This is an optimization exercise on Yosys and OpenROAD, whose aim is small area, not a production implementation. The RTL was checked by simulation tests, not by an equivalence proof against the original design. No activity file was given, so power comes from the tool's default toggle rates.

==> branch willow: inputs <==
==> flow/design.v <==
module rf_wmux (
  input  logic        s,
  input  logic        sn,
  input  logic [31:0] a,
  input  logic [31:0] b,
  output logic [31:0] y
);
  assign y = (a & {32{s}}) | (b & {32{sn}});
endmodule
module rf_aoi222 (
  input  logic a1, b1, a2, b2, a3, b3,
  output logic y
);
  assign y = ~((a1 & b1) | (a2 & b2) | (a3 & b3));
endmodule
module rf_nand2 (
  input  logic a, b,
  output logic y
);
  assign y = ~(a & b);
endmodule
module rf_nand4 (
  input  logic a, b, c, d,
  output logic y
);
  assign y = ~(a & b & c & d);
endmodule
module rf_nand3 (
  input  logic a, b, c,
  output logic y
);
  assign y = ~(a & b & c);
endmodule
module rf_or3 (
  input  logic a, b, c,
  output logic y
);
  assign y = a | b | c;
endmodule
module rf_rbit (
  input  logic [31:1] sel,
  input  logic [31:1] d,
  output logic        y
);
  logic [10:0] n;
  logic [2:0]  p;
  genvar g;
  generate
    for (g = 0; g < 10; g++) begin : g_aoi
      rf_aoi222 u (.a1(sel[3*g+1]), .b1(d[3*g+1]),
                   .a2(sel[3*g+2]), .b2(d[3*g+2]),
                   .a3(sel[3*g+3]), .b3(d[3*g+3]), .y(n[g]));
    end
  endgenerate
  rf_nand2 u_n2 (.a(sel[31]), .b(d[31]), .y(n[10]));
  rf_nand4 u_c0 (.a(n[0]), .b(n[1]), .c(n[2]),  .d(n[3]), .y(p[0]));
  rf_nand4 u_c1 (.a(n[4]), .b(n[5]), .c(n[6]),  .d(n[7]), .y(p[1]));
  rf_nand3 u_c2 (.a(n[8]), .b(n[9]), .c(n[10]), .y(p[2]));
  rf_or3   u_o  (.a(p[0]), .b(p[1]), .c(p[2]), .y(y));
endmodule
module rv_register_file (
  input  logic        clk,
  input  logic        rst,
  input  logic [4:0]  A1,
  input  logic [4:0]  A2,
  input  logic [4:0]  A3,
  input  logic        WE3,
  input  logic [31:0] WD3,
  output logic [31:0] RD1,
  output logic [31:0] RD2
);
  logic [31:0] regs_reg [1:31];
  logic [31:0] nxt      [1:31];
  logic [31:1] wen, s1, s2;
  logic [31:0] wdata;
  assign wdata = WD3 & {32{~rst}};
  genvar gi, gb;
  generate
    for (gi = 1; gi < 32; gi++) begin : g_reg
      assign wen[gi] = rst | (WE3 && (A3 == 5'(gi)));
      assign s1[gi]  = (A1 == 5'(gi));
      assign s2[gi]  = (A2 == 5'(gi));
      rf_wmux u_wm (.s(wen[gi]), .sn(~wen[gi]), .a(wdata), .b(regs_reg[gi]),
                    .y(nxt[gi]));
    end
    for (gb = 0; gb < 32; gb++) begin : g_rd
      logic [31:1] col;
      for (gi = 1; gi < 32; gi++) begin : g_col
        assign col[gi] = regs_reg[gi][gb];
      end
      rf_rbit u_r1 (.sel(s1), .d(col), .y(RD1[gb]));
      rf_rbit u_r2 (.sel(s2), .d(col), .y(RD2[gb]));
    end
  endgenerate
  always_ff @(posedge clk) begin
    for (int i = 1; i < 32; i++) begin
      regs_reg[i] <= nxt[i];
    end
  end
endmodule
==> flow/run.sh <==
#!/bin/bash
# synth_recipe.tcl (not shown) runs the flow's synth.tcl, then flattens the netlist and writes it again
# the make line also repeats each setting of config.mk as NAME=value (left out here)
make -C /OpenROAD-flow-scripts/flow DESIGN_CONFIG=/design/flow/config.mk WORK_HOME=/design/flow/orfs CLKGATE_MAP_FILE= SYNTH_SCRIPT=/design/flow/synth_recipe.tcl finish
==> flow/config.mk <==
export PLATFORM = sky130hd
export DESIGN_NAME = rv_register_file
export DESIGN_NICKNAME = rv_register_file
export VERILOG_FILES = /design/flow/design.v
export SDC_FILE = /design/flow/constraint.sdc
export NUM_CORES = 4
export LEC_CHECK = 0
export CAP_MARGIN = 20
export CORE_MARGIN = 2
export CORE_UTILIZATION = 25
export PLACE_DENSITY = 0.45
export SLEW_MARGIN = 20
export SYNTH_HIERARCHICAL = 1
export SYNTH_MINIMUM_KEEP_SIZE = 0
==> flow/constraint.sdc <==
create_clock -name core_clock -period 7.0 [get_ports {clk}]
set_input_delay 1.4000 -clock core_clock [delete_from_list [all_inputs] [get_ports {clk}]]
set_output_delay 1.4000 -clock core_clock [all_outputs]
set_load 0.01 [all_outputs]
==> inputs of branch fjord, as changes to branch willow <==
--- a/flow/design.v
+++ b/flow/design.v
@@ -1,9 +1,9 @@
-module rf_wmux (
+module rf_wnext (
   input  logic        s,
   input  logic        sn,
-  input  logic [31:0] a,
-  input  logic [31:0] b,
+  input  logic [31:0] x,
+  input  logic [31:0] q,
   output logic [31:0] y
 );
-  assign y = (a & {32{s}}) | (b & {32{sn}});
+  assign y = ~((q | {32{s}}) & (x | {32{sn}}));
 endmodule
@@ -33,3 +33,3 @@
 endmodule
-module rf_or3 (
+module rf_nor3 (
   input  logic a, b, c,
@@ -37,3 +37,9 @@
 );
-  assign y = a | b | c;
+  assign y = ~(a | b | c);
+endmodule
+module rf_xnor2 (
+  input  logic a, b,
+  output logic y
+);
+  assign y = ~(a ^ b);
 endmodule
@@ -42,2 +48,3 @@
   input  logic [31:1] d,
+  input  logic        ph,
   output logic        y
@@ -46,2 +53,3 @@
   logic [2:0]  p;
+  logic        pn;
   genvar g;
@@ -58,3 +66,4 @@
   rf_nand3 u_c2 (.a(n[8]), .b(n[9]), .c(n[10]), .y(p[2]));
-  rf_or3   u_o  (.a(p[0]), .b(p[1]), .c(p[2]), .y(y));
+  rf_nor3  u_o  (.a(p[0]), .b(p[1]), .c(p[2]), .y(pn));
+  rf_xnor2 u_x  (.a(pn), .b(ph), .y(y));
 endmodule
@@ -73,5 +82,7 @@
   logic [31:0] nxt      [1:31];
+  logic        ph_reg;
   logic [31:1] wen, s1, s2;
-  logic [31:0] wdata;
-  assign wdata = WD3 & {32{~rst}};
+  logic [31:0] wx;
+  logic        ph1, ph2;
+  assign wx = {32{rst}} | (WD3 ^ {32{ph_reg}});
   genvar gi, gb;
@@ -82,5 +93,9 @@
       assign s2[gi]  = (A2 == 5'(gi));
-      rf_wmux u_wm (.s(wen[gi]), .sn(~wen[gi]), .a(wdata), .b(regs_reg[gi]),
-                    .y(nxt[gi]));
+      rf_wnext u_wn (.s(wen[gi]), .sn(~wen[gi]), .x(wx), .q(regs_reg[gi]),
+                     .y(nxt[gi]));
     end
+  endgenerate
+  assign ph1 = ph_reg & (A1 != 5'd0);
+  assign ph2 = ph_reg & (A2 != 5'd0);
+  generate
     for (gb = 0; gb < 32; gb++) begin : g_rd
@@ -90,4 +105,4 @@
       end
-      rf_rbit u_r1 (.sel(s1), .d(col), .y(RD1[gb]));
-      rf_rbit u_r2 (.sel(s2), .d(col), .y(RD2[gb]));
+      rf_rbit u_r1 (.sel(s1), .d(col), .ph(ph1), .y(RD1[gb]));
+      rf_rbit u_r2 (.sel(s2), .d(col), .ph(ph2), .y(RD2[gb]));
     end
@@ -95,2 +110,3 @@
   always_ff @(posedge clk) begin
+    ph_reg <= ~ph_reg & ~rst;
     for (int i = 1; i < 32; i++) begin
Settings changed: CORE_UTILIZATION 25 to 60, CTS_BUF_LIST set to sky130_fd_sc_hd__clkbuf_4, PLACE_DENSITY 0.45 to 0.7.
==> notes.md <==
item	branch willow	branch fjord
Run status	no timing/DRC/antenna violations	complete, but fails checks
Violated checks	-	setup timing
LEAKAGE	18.1 nW	15.7 nW
Count of TritonRoute iterations in the first routing pass	13	17
Overall routed net length	211000 um	184000 um
Layout cell share with drive strength beyond 1	16.2%	18.4%
Number of antenna violations at the first check in global routing	10	6
Crit path buf inv count	3	2
Total power consumption of the routed design	14.4 mW	14.0 mW
Startpoint of the tightest hold check path	regs_reg[26][16]	regs_reg[11][16]
Count of distinct cell types in the synthesized netlist	27	31
Post-Syn Instances	3354	3459
HPWL after detailed placement	125000 um	108000 um
Worst setup slack after layout	415 ps	-9.57 ps
Count of clock-net buffers in the final layout	165	340
Final period util	94.1%	100%
Ratio of routed vias to standard cells	6.59	8.74
Area used by multi-input combinational logic	0.0190 mm2	0.0174 mm2
Critical register-to-register path startpoint	regs_reg[10][17]	ph_reg
Number of buffers created by CTS	112	238
Post-synthesis xor/xnor area fraction	0%	2.20%
Core Region	0.160 mm2	0.0631 mm2
Tap Cells	2086	846
Met1 Wirelength	84000 um	58200 um
Worst slew pin tran	1210 ps	1300 ps


==> v5 <==
rv_register_file, a different RTL version from the one above (not shown whole).
==> module rv_register_file, before the edit <==
module rv_register_file (
  input  logic        clk,
  input  logic        rst,
  input  logic [4:0]  A1,
  input  logic [4:0]  A2,
  input  logic [4:0]  A3,
  input  logic        WE3,
  input  logic [31:0] WD3,
  output logic [31:0] RD1,
  output logic [31:0] RD2
);
  logic [31:0] regs_reg [0:31];
  logic [31:0] wsel;
  assign wsel[0] = 1'b0;
  genvar gi;
  generate
    for (gi = 1; gi < 32; gi++) begin : g_wsel
      assign wsel[gi] = WE3 && (A3 == 5'(gi));
    end
  endgenerate
  always_ff @(posedge clk) begin
    for (int i = 0; i < 32; i++) begin
      if (rst) begin
        regs_reg[i] <= '0;
      end else if (wsel[i]) begin
        regs_reg[i] <= WD3;
      end
    end
  end
  assign RD1 = (A1 == 5'd0) ? 32'd0 : regs_reg[A1];
  assign RD2 = (A2 == 5'd0) ? 32'd0 : regs_reg[A2];
endmodule
==> flow/config.mk <==
export PLATFORM = sky130hd
export DESIGN_NAME = rv_register_file
export DESIGN_NICKNAME = rv_register_file
export VERILOG_FILES = /design/flow/design.v
export SDC_FILE = /design/flow/constraint.sdc
export NUM_CORES = 4
export LEC_CHECK = 0
export CAP_MARGIN = 20
export CORE_MARGIN = 2
export CORE_UTILIZATION = 25
export PLACE_DENSITY = 0.45
export SLEW_MARGIN = 20
==> flow/constraint.sdc <==
create_clock -name core_clock -period 7.0 [get_ports {clk}]
set_input_delay 1.4000 -clock core_clock [delete_from_list [all_inputs] [get_ports {clk}]]
set_output_delay 1.4000 -clock core_clock [all_outputs]
set_load 0.01 [all_outputs]
run.sh (not shown) runs the stock make flow with config.mk's settings and CLKGATE_MAP_FILE= SYNTH_SCRIPT=/design/flow/synth_recipe.tcl, a recipe that flattens the netlist after the stock synthesis.
==> inputs of v4, as changes to v5 <==
==> flow/design.v (replaced) <==
module rf_wnext (
  input  logic        s,
  input  logic        sn,
  input  logic [31:0] x,
  input  logic [31:0] q,
  output logic [31:0] y
);
  assign y = ~((q | {32{s}}) & (x | {32{sn}}));
endmodule
module rf_aoi222 (
  input  logic a1, b1, a2, b2, a3, b3,
  output logic y
);
  assign y = ~((a1 & b1) | (a2 & b2) | (a3 & b3));
endmodule
module rf_nand4 (
  input  logic a, b, c, d,
  output logic y
);
  assign y = ~(a & b & c & d);
endmodule
module rf_nand3 (
  input  logic a, b, c,
  output logic y
);
  assign y = ~(a & b & c);
endmodule
module rf_nand2 (
  input  logic a, b,
  output logic y
);
  assign y = ~(a & b);
endmodule
module rf_or3 (
  input  logic a, b, c,
  output logic y
);
  assign y = a | b | c;
endmodule
module rf_xor2 (
  input  logic a, b,
  output logic y
);
  assign y = a ^ b;
endmodule
module rf_rbit (
  input  logic [31:1] sel,
  input  logic [31:1] d,
  input  logic        ph,
  output logic        y
);
  logic [10:0] n;
  logic [2:0]  p;
  logic        pp;
  genvar g;
  generate
    for (g = 0; g < 10; g++) begin : g_aoi
      rf_aoi222 u (.a1(sel[3*g+1]), .b1(d[3*g+1]),
                   .a2(sel[3*g+2]), .b2(d[3*g+2]),
                   .a3(sel[3*g+3]), .b3(d[3*g+3]), .y(n[g]));
    end
  endgenerate
  rf_nand2 u_n2 (.a(sel[31]), .b(d[31]), .y(n[10]));
  rf_nand4 u_c0 (.a(n[0]), .b(n[1]), .c(n[2]),  .d(n[3]), .y(p[0]));
  rf_nand4 u_c1 (.a(n[4]), .b(n[5]), .c(n[6]),  .d(n[7]), .y(p[1]));
  rf_nand3 u_c2 (.a(n[8]), .b(n[9]), .c(n[10]), .y(p[2]));
  rf_or3   u_o  (.a(p[0]), .b(p[1]), .c(p[2]), .y(pp));
  rf_xor2  u_x  (.a(pp), .b(ph), .y(y));
endmodule
module rf_rdec (
  input  logic [4:0]  a,
  output logic [31:1] s
);
  genvar g;
  generate
    for (g = 1; g < 32; g++) begin : g_s
      assign s[g] = (a == 5'(g));
    end
  endgenerate
endmodule
module rf_wdec (
  input  logic [4:0]  a,
  input  logic        we,
  input  logic        rst,
  output logic [31:1] en,
  output logic [31:1] enn
);
  genvar g;
  generate
    for (g = 1; g < 32; g++) begin : g_e
      assign en[g]  = rst | (we && (a == 5'(g)));
      assign enn[g] = ~en[g];
    end
  endgenerate
endmodule
module rv_register_file (
  input  logic        clk,
  input  logic        rst,
  input  logic [4:0]  A1,
  input  logic [4:0]  A2,
  input  logic [4:0]  A3,
  input  logic        WE3,
  input  logic [31:0] WD3,
  output logic [31:0] RD1,
  output logic [31:0] RD2
);
  logic [31:0] regs_reg [1:31];
  logic [31:0] nxt      [1:31];
  logic        ph_reg;
  logic [31:1] wen, wenn, s1, s2;
  logic [31:0] wx;
  logic        ph1, ph2;
  assign wx = {32{rst}} | (WD3 ^ {32{ph_reg}});
  rf_wdec u_wdec (.a(A3), .we(WE3), .rst(rst), .en(wen), .enn(wenn));
  rf_rdec u_rdec1 (.a(A1), .s(s1));
  rf_rdec u_rdec2 (.a(A2), .s(s2));
  genvar gi, gb;
  generate
    for (gi = 1; gi < 32; gi++) begin : g_reg
      rf_wnext u_wn (.s(wen[gi]), .sn(wenn[gi]), .x(wx), .q(regs_reg[gi]),
                     .y(nxt[gi]));
    end
  endgenerate
  assign ph1 = ph_reg & (A1 != 5'd0);
  assign ph2 = ph_reg & (A2 != 5'd0);
  generate
    for (gb = 0; gb < 32; gb++) begin : g_rd
      logic [31:1] col;
      for (gi = 1; gi < 32; gi++) begin : g_col
        assign col[gi] = regs_reg[gi][gb];
      end
      rf_rbit u_r1 (.sel(s1), .d(col), .ph(ph1), .y(RD1[gb]));
      rf_rbit u_r2 (.sel(s2), .d(col), .ph(ph2), .y(RD2[gb]));
    end
  endgenerate
  always_ff @(posedge clk) begin
    ph_reg <= ~ph_reg & ~rst;
    for (int i = 1; i < 32; i++) begin
      regs_reg[i] <= nxt[i];
    end
  end
endmodule
==> flow/flow/run.sh (new file) <==
#!/bin/bash
set -euo pipefail
export BUFFER_PORTS_ARGS="-buffer_cell sky130_fd_sc_hd__buf_1"
export CTS_ARGS="-sink_clustering_enable -repair_clock_nets -buf_list sky130_fd_sc_hd__clkbuf_4 -dont_use_dummy_load -sink_clustering_size 10 -sink_clustering_max_diameter 40"
bash standard.sh > standard.log 2>&1
==> flow/standard.sh (new file) <==
#!/bin/bash
# synth_recipe.tcl (not shown) runs the flow's synth.tcl, then flattens the netlist and writes it again
# the make line also repeats each setting of config.mk as NAME=value (left out here)
make -C /OpenROAD-flow-scripts/flow DESIGN_CONFIG=/design/flow/config.mk WORK_HOME=/design/flow/orfs CLKGATE_MAP_FILE= SYNTH_SCRIPT=/design/flow/synth_recipe.tcl "${@:-finish}"
- CORE_UTILIZATION: 25 -> 50
- CTS_BUF_LIST: unset -> sky130_fd_sc_hd__clkbuf_4
- PLACE_DENSITY: 0.45 -> 0.6
- SYNTH_HIERARCHICAL: unset -> 1
- SYNTH_MINIMUM_KEEP_SIZE: unset -> 0
removed: flow/run.sh
==> qor summary <==
|  | v4 | v5 |
|---|---|---|
| Heaviest power group | sequential cells | clock |
| Count of filler cells inserted in the layout | 6,734 | 19.99k |
| Status | no timing/DRC/antenna violations | no timing/DRC/antenna violations |
| Sequential fraction of total cell area | 48.39% | 35.63% |
| Worst path slowest cell | nand2b_1 | clkdlybuf4s50_1 |
| Layout Cells excl Fill | 4,657 | 8,933 |
| Cell seen most often among critical-path stages | buf_1 | clkdlybuf4s50_1 |
| Initial standard-cell utilization of the core | 50.26% | 25.20% |
| Setup slack of the most critical reg-to-reg path | 4.82 ns | 5.96 ns |
| Final setup margin | 0.8197 ns | 0.1442 ns |
| Post-route clock skew | 0.06848 ns | 0 ns |
| Power in the clock group | 2.85 mW | 6.52 mW |
| Full die area | 78,320 um2 | 190,800 um2 |
| Total power per unit cell area | 287.1 nW/um2 | 236.5 nW/um2 |
| Number of instances in the synthesized netlist | 3,461 | 6,449 |
| Final-layout clock-cell area share | 2.577% | 7.104% |
| Share of Yosys cell area claimed by the top area cell type | 52.25% | 42.41% |
| Multi-input gate share of the layout cell area | 41.56% | 44.67% |
| Overall track demand over capacity in global routing | 43.55% | 34.64% |
| Highest fanout seen on the critical path | 16 | 15 |
| Critical path destination | RD1[12] | RD2[1] |
| Total clock buffers created by CTS | 141 | 113 |
| Share of the cycle needed by the critical path after routing | 88.29% | 97.94% |

-- afterwards: timing with drivers on the ports --
No port has a modelled driver above. Below, the same layouts with a new extraction and two added sets of constraints.
Step 1 assumes that a clkbuf_16 drives the clock port and a buf_2 every other input.
Step 2 moves the port delays by t, midway between the first and last clock arrival at a register: inputs arrive t later, outputs are due t later. That takes back most of the time a late clock gives input paths.
a / b / c = no drivers / after step 1 / after step 2; a / b = the first two.
| run | t (ns) | setup WS [ns] | worst hold slack (ns) | worst data-port slew with drivers (ns) |
|---|---|---|---|---|
| branch willow | 0.784 | 0.415 / 0.389 / 0.389 | 0.494 / 0.494 / 0.494 | 0.11 |
| branch fjord | 1.207 | -0.010 / -0.042 / -0.042 | 0.469 / 0.469 / 0.469 | 0.13 |
| v5 | 0.869 | 0.144 / -0.026 / -0.026 | 0.472 / 0.472 / 0.472 | 0.17 |
| v4 | 1.064 | 0.820 / 0.792 / 0.792 | 0.473 / 0.473 / 0.473 | 0.14 |
With both steps, setup timing fails in v5, where it was met with ideal ports. For v5, which loses most, drivers alone change the setup slack by -0.170 ns; drivers and shift together by -0.170 ns.
